This is an optimization exercise on Yosys and OpenROAD, whose aim is small area, a short achievable clock period and few clock cycles per item, not a production implementation. Only simulation tests tie the RTL to the original design; equivalence was not proved. Power is estimated from default activity; no workload was simulated.

==> flow/design.v (excerpt) <==
module conv_engine (
  input  logic                 clock,
  input  logic                 reset,
  input  conv_pkg::pixel_t     pixel_in,
  input  logic                 pixel_strobe,
  input  conv_pkg::weight_t    weight_in,
  input  conv_pkg::tap_index_t weight_addr,
  input  logic                 weight_strobe,
  input  conv_pkg::result_t    bias_in,
  input  logic                 relu_enable,
  output conv_pkg::result_t    result_out,
  output logic                 result_valid,
  output logic                 overflow
);
  logic [8:0][11:0]   enc;
  logic [8:0][7:0]    pn;
  logic               window_valid;
  logic signed [15:0] bias_r;
  logic               relu_r;
  logic        [18:0] row_a, row_b;
  logic               tree_valid;
  kernel_loader kernel_loader_inst (
    .clock         (clock),
    .reset         (reset),
    .weight_in     (weight_in),
    .weight_addr   (weight_addr),
    .weight_strobe (weight_strobe),
    .enc           (enc)
  );
  window_shifter window_shifter_inst (
    .clock        (clock),
    .reset        (reset),
    .pixel_in     (pixel_in),
  ...
Size: about 2100 cells after synthesis, ~28000 um2 of cells after synthesis.
export LEC_CHECK = 0
export ABC_AREA = 1
export CAP_MARGIN = 20
export CORE_MARGIN = 2
export CORE_UTILIZATION = 30
export SETUP_SLACK_MARGIN = 3.2
export SLEW_MARGIN = 20
export TNS_END_PERCENT = 20
create_clock -name core_clock -period 5.5 [get_ports {clock}]
standard.sh (not shown) runs the stock make flow with config.mk's settings and CLKGATE_MAP_FILE= SYNTH_SCRIPT=/design/flow/synth_recipe.tcl, a recipe that flattens the netlist after the stock synthesis.
==> flow/flow/run.sh <==
#!/bin/bash
# Standard layout, with one netlist clean-up between synthesis and floorplan:
# fixinv.py removes inverters between full adders by choosing each adder's
# polarity (registers and all other cells are kept as synthesized).
set -euo pipefail
work=$PWD
res=$work/orfs/results/$FLOW_PLATFORM/conv_engine/base

bash standard.sh synth > synth.log 2>&1
python3 flow/fixinv.py "$res/1_2_yosys.v" "$work/1_2_yosys.fixinv.v" > fixinv.log 2>&1
cp "$work/1_2_yosys.fixinv.v" "$res/1_2_yosys.v"
rm -f "$res/1_synth.odb" "$res/1_synth.sdc"
# clock tree without dummy loads
# ports buffered with plain buffers (the default pick is a delay cell)
bash standard.sh CTS_ARGS="-sink_clustering_enable -repair_clock_nets -dont_use_dummy_load" BUFFER_PORTS_ARGS="-buffer_cell sky130_fd_sc_hd__buf_1" finish > layout.log 2>&1
Other scripts of this flow, unchanged in this note and not shown: flow/flow/fixinv.py
The first run produced a clean layout.
Testbench counts at the start, summed over its fixed seeds: cycles 16,416, results 16,240.
Edit:
--- a/flow/flow/run.sh
+++ b/flow/flow/run.sh
@@ -13,3 +13 @@
-# clock tree without dummy loads
-# ports buffered with plain buffers (the default pick is a delay cell)
-bash standard.sh CTS_ARGS="-sink_clustering_enable -repair_clock_nets -dont_use_dummy_load" BUFFER_PORTS_ARGS="-buffer_cell sky130_fd_sc_hd__buf_1" finish > layout.log 2>&1
+bash standard.sh finish > layout.log 2>&1
--- a/flow/config.mk
+++ b/flow/config.mk
@@ -11 +11 @@
-export CORE_UTILIZATION = 30
+export CORE_UTILIZATION = 45
Effect: The new run finished clean. Routed wire length is lower by 2.1%. Total power grows by 5.5%. Global-route usage rose by 8.3 points. Sequential share of layout area decreases by 0.34 points. First-iteration DRC count went down by 4.5%. Final cell count falls by 11%. Utilization is higher by 18 points. Hold slack stays flat. Non-clock buffer count is lower by 3. Synthesized cell count stays the same. Area after synthesis is unchanged.

* * *

Another version of the RTL of conv_engine (not shown whole).
Size in the first run: roughly 2,100 cells after synthesis, about 59 I/O pins, roughly 28,000 sq um of cells after synthesis.
Settings: LEC_CHECK=0, ABC_AREA=1, CAP_MARGIN=20, CORE_MARGIN=2, CORE_UTILIZATION=30, PLACE_DENSITY=0.75, SETUP_SLACK_MARGIN=3.25, SLEW_MARGIN=20, TNS_END_PERCENT=5; clock period 5.5 ns.
==> flow/flow/run.sh <==
#!/bin/bash
# Standard layout, with one netlist clean-up between synthesis and floorplan:
# fixinv.py removes inverters around full adders and xor gates by choosing
# each one's polarity (registers and all other cells are kept as synthesized).
# Yosys then proves the cleaned netlist equivalent to the synthesized one; if
# that proof fails, the synthesized netlist is laid out unchanged.
set -euo pipefail
work=$PWD
res=$work/orfs/results/$FLOW_PLATFORM/conv_engine/base
lib=$FLOW_HOME/platforms/$FLOW_PLATFORM/lib/sky130_fd_sc_hd__tt_025C_1v80.lib
yosys=$(command -v yosys || echo "$FLOW_HOME/../tools/install/yosys/bin/yosys")

bash standard.sh synth > synth.log 2>&1
cp "$res/1_2_yosys.v" "$work/1_2_yosys.synth.v"
python3 flow/fixinv.py "$work/1_2_yosys.synth.v" "$work/1_2_yosys.fixinv.v" > fixinv.log 2>&1

cat > eqcheck.ys <<EOT
read_liberty -ignore_miss_func $lib
read_verilog $work/1_2_yosys.synth.v
rename $FLOW_TOP gold
read_verilog $work/1_2_yosys.fixinv.v
rename $FLOW_TOP gate
flatten gold gate
opt_clean
rename -hide gold/w:_* gate/w:_*
rename -hide gold/w:*.A gold/w:*.B gold/w:*.CIN gold/w:*.SUM gold/w:*.COUT gold/w:*.Y gold/w:*.X
rename -hide gate/w:*.A gate/w:*.B gate/w:*.CIN gate/w:*.SUM gate/w:*.COUT gate/w:*.Y gate/w:*.X
rename -hide gold/w:mult_adder_inst.s* gold/w:mult_adder_inst.c* gold/w:mult_adder_inst.pp*
rename -hide gate/w:mult_adder_inst.s* gate/w:mult_adder_inst.c* gate/w:mult_adder_inst.pp*
async2sync
equiv_make gold gate eq
hierarchy -top eq
equiv_simple
equiv_status -assert
EOT
if "$yosys" -l eqcheck.log eqcheck.ys > /dev/null 2>&1; then
  cp "$work/1_2_yosys.fixinv.v" "$res/1_2_yosys.v"
  rm -f "$res/1_synth.odb" "$res/1_synth.sdc"
  echo "fixinv: equivalence proven, cleaned netlist used" >> fixinv.log
else
  echo "fixinv: equivalence not proven, synthesized netlist kept" >> fixinv.log
fi

# clock tree without dummy loads, ports buffered with plain buffers (the
# default pick is a delay cell)
bash standard.sh CTS_ARGS="-sink_clustering_enable -repair_clock_nets -dont_use_dummy_load -buf_list sky130_fd_sc_hd__clkbuf_8" BUFFER_PORTS_ARGS="-buffer_cell sky130_fd_sc_hd__buf_2" finish > layout.log 2>&1
Other scripts of this flow, unchanged in this note and not shown: flow/flow/fixinv.py
The baseline ran to the end with no violations.
Testbench counts at the start, summed over its fixed seeds: cycles 16,416, results 16,240.
Edit:
- SETUP_SLACK_MARGIN: 3.25 -> 3.2
Result: The new run went through all stages and came out clean; first-iteration DRC count goes down by a few percent; fmax goes down slightly; routed wire length goes down slightly; power goes down slightly; register-to-register slack is about the same; worst setup slack loses 11 ps; sequential power barely changes; flip-flop and latch count stays the same; die area does not change; global-route usage barely changes.
Edit:
- TNS_END_PERCENT: 5 -> 10
Result: The changed run produced a clean layout; fmax shrinks slightly; area after synthesis stays the same; via count stays flat; register-to-register slack is worse by 40 ps.
Edit:
- PLACE_DENSITY: 0.75 -> 0.85
- TNS_END_PERCENT: 10 -> 5
After rerunning: Hold slack stays flat; synthesized area is unchanged; clock-buffer cell count goes down by 2; non-clock buffer count goes up by 1; utilization hardly moves.
Edit:
- PLACE_DENSITY: 0.85 -> 0.7
Effect:
- core utilization barely changes
- setup slack is better by 5.9 ps
- clock skew hardly moves
- synthesized area is unchanged
- via count came out lower by 1.6%
- clock-buffer cell count came out higher by 4
- total power barely changes
Edit:
- PLACE_DENSITY: 0.7 -> default
Utilization goes up by 0.68 points.
Critical path depth increases by 3.
Setup slack improved by 82 ps.
Area after synthesis does not change.
Non-clock buffer count goes up by 51.
Final area went up by 2.1%.

[port drivers added, routing unchanged]
The results above use ideal ports. As a check the final layouts listed here were re-extracted and re-timed, cells and wires unchanged. Step 1 sets driving cells, clkbuf_16 on the clock port and buf_2 on the other inputs (assumed; they add their load-dependent delay and slew). Step 2 times the ports against the registers' clock, not the clock port: input delays grow and output delays shrink by t, the midpoint of the rising clock arrivals with the driver on. a / b / c = no drivers / after step 1 / after step 2; a / b = the first two.
run | t (ns) | setup WS [ns] | worst hold slack (ns) | worst register clock-pin slew, ns
the first run of note 1 | 0.670 | 3.132 / 3.132 / 3.132 | 0.326 / 0.326 / 0.326 | 0.07 / 0.07
the second run of note 1 | 0.688 | 3.107 / 3.107 / 3.107 | 0.328 / 0.328 / 0.328 | 0.07 / 0.07
the first run of note 2 | 0.719 | 3.109 / 3.054 / 3.119 | 0.326 / 0.326 / 0.326 | 0.07 / 0.07
the second run of note 2 | 0.717 | 3.098 / 3.042 / 3.116 | 0.326 / 0.326 / 0.326 | 0.07 / 0.07
the third run of note 2 | 0.719 | 3.083 / 3.050 / 3.083 | 0.326 / 0.326 / 0.326 | 0.07 / 0.07
the fourth run of note 2 | 0.729 | 3.062 / 3.002 / 3.093 | 0.324 / 0.324 / 0.324 | 0.07 / 0.07
the fifth run of note 2 | 0.720 | 3.068 / 3.008 / 3.123 | 0.323 / 0.323 / 0.323 | 0.07 / 0.07
the sixth run of note 2 | 0.738 | 3.149 / 3.149 / 3.149 | 0.321 / 0.321 / 0.321 | 0.07 / 0.07
After both steps setup and hold are still met in every run listed.
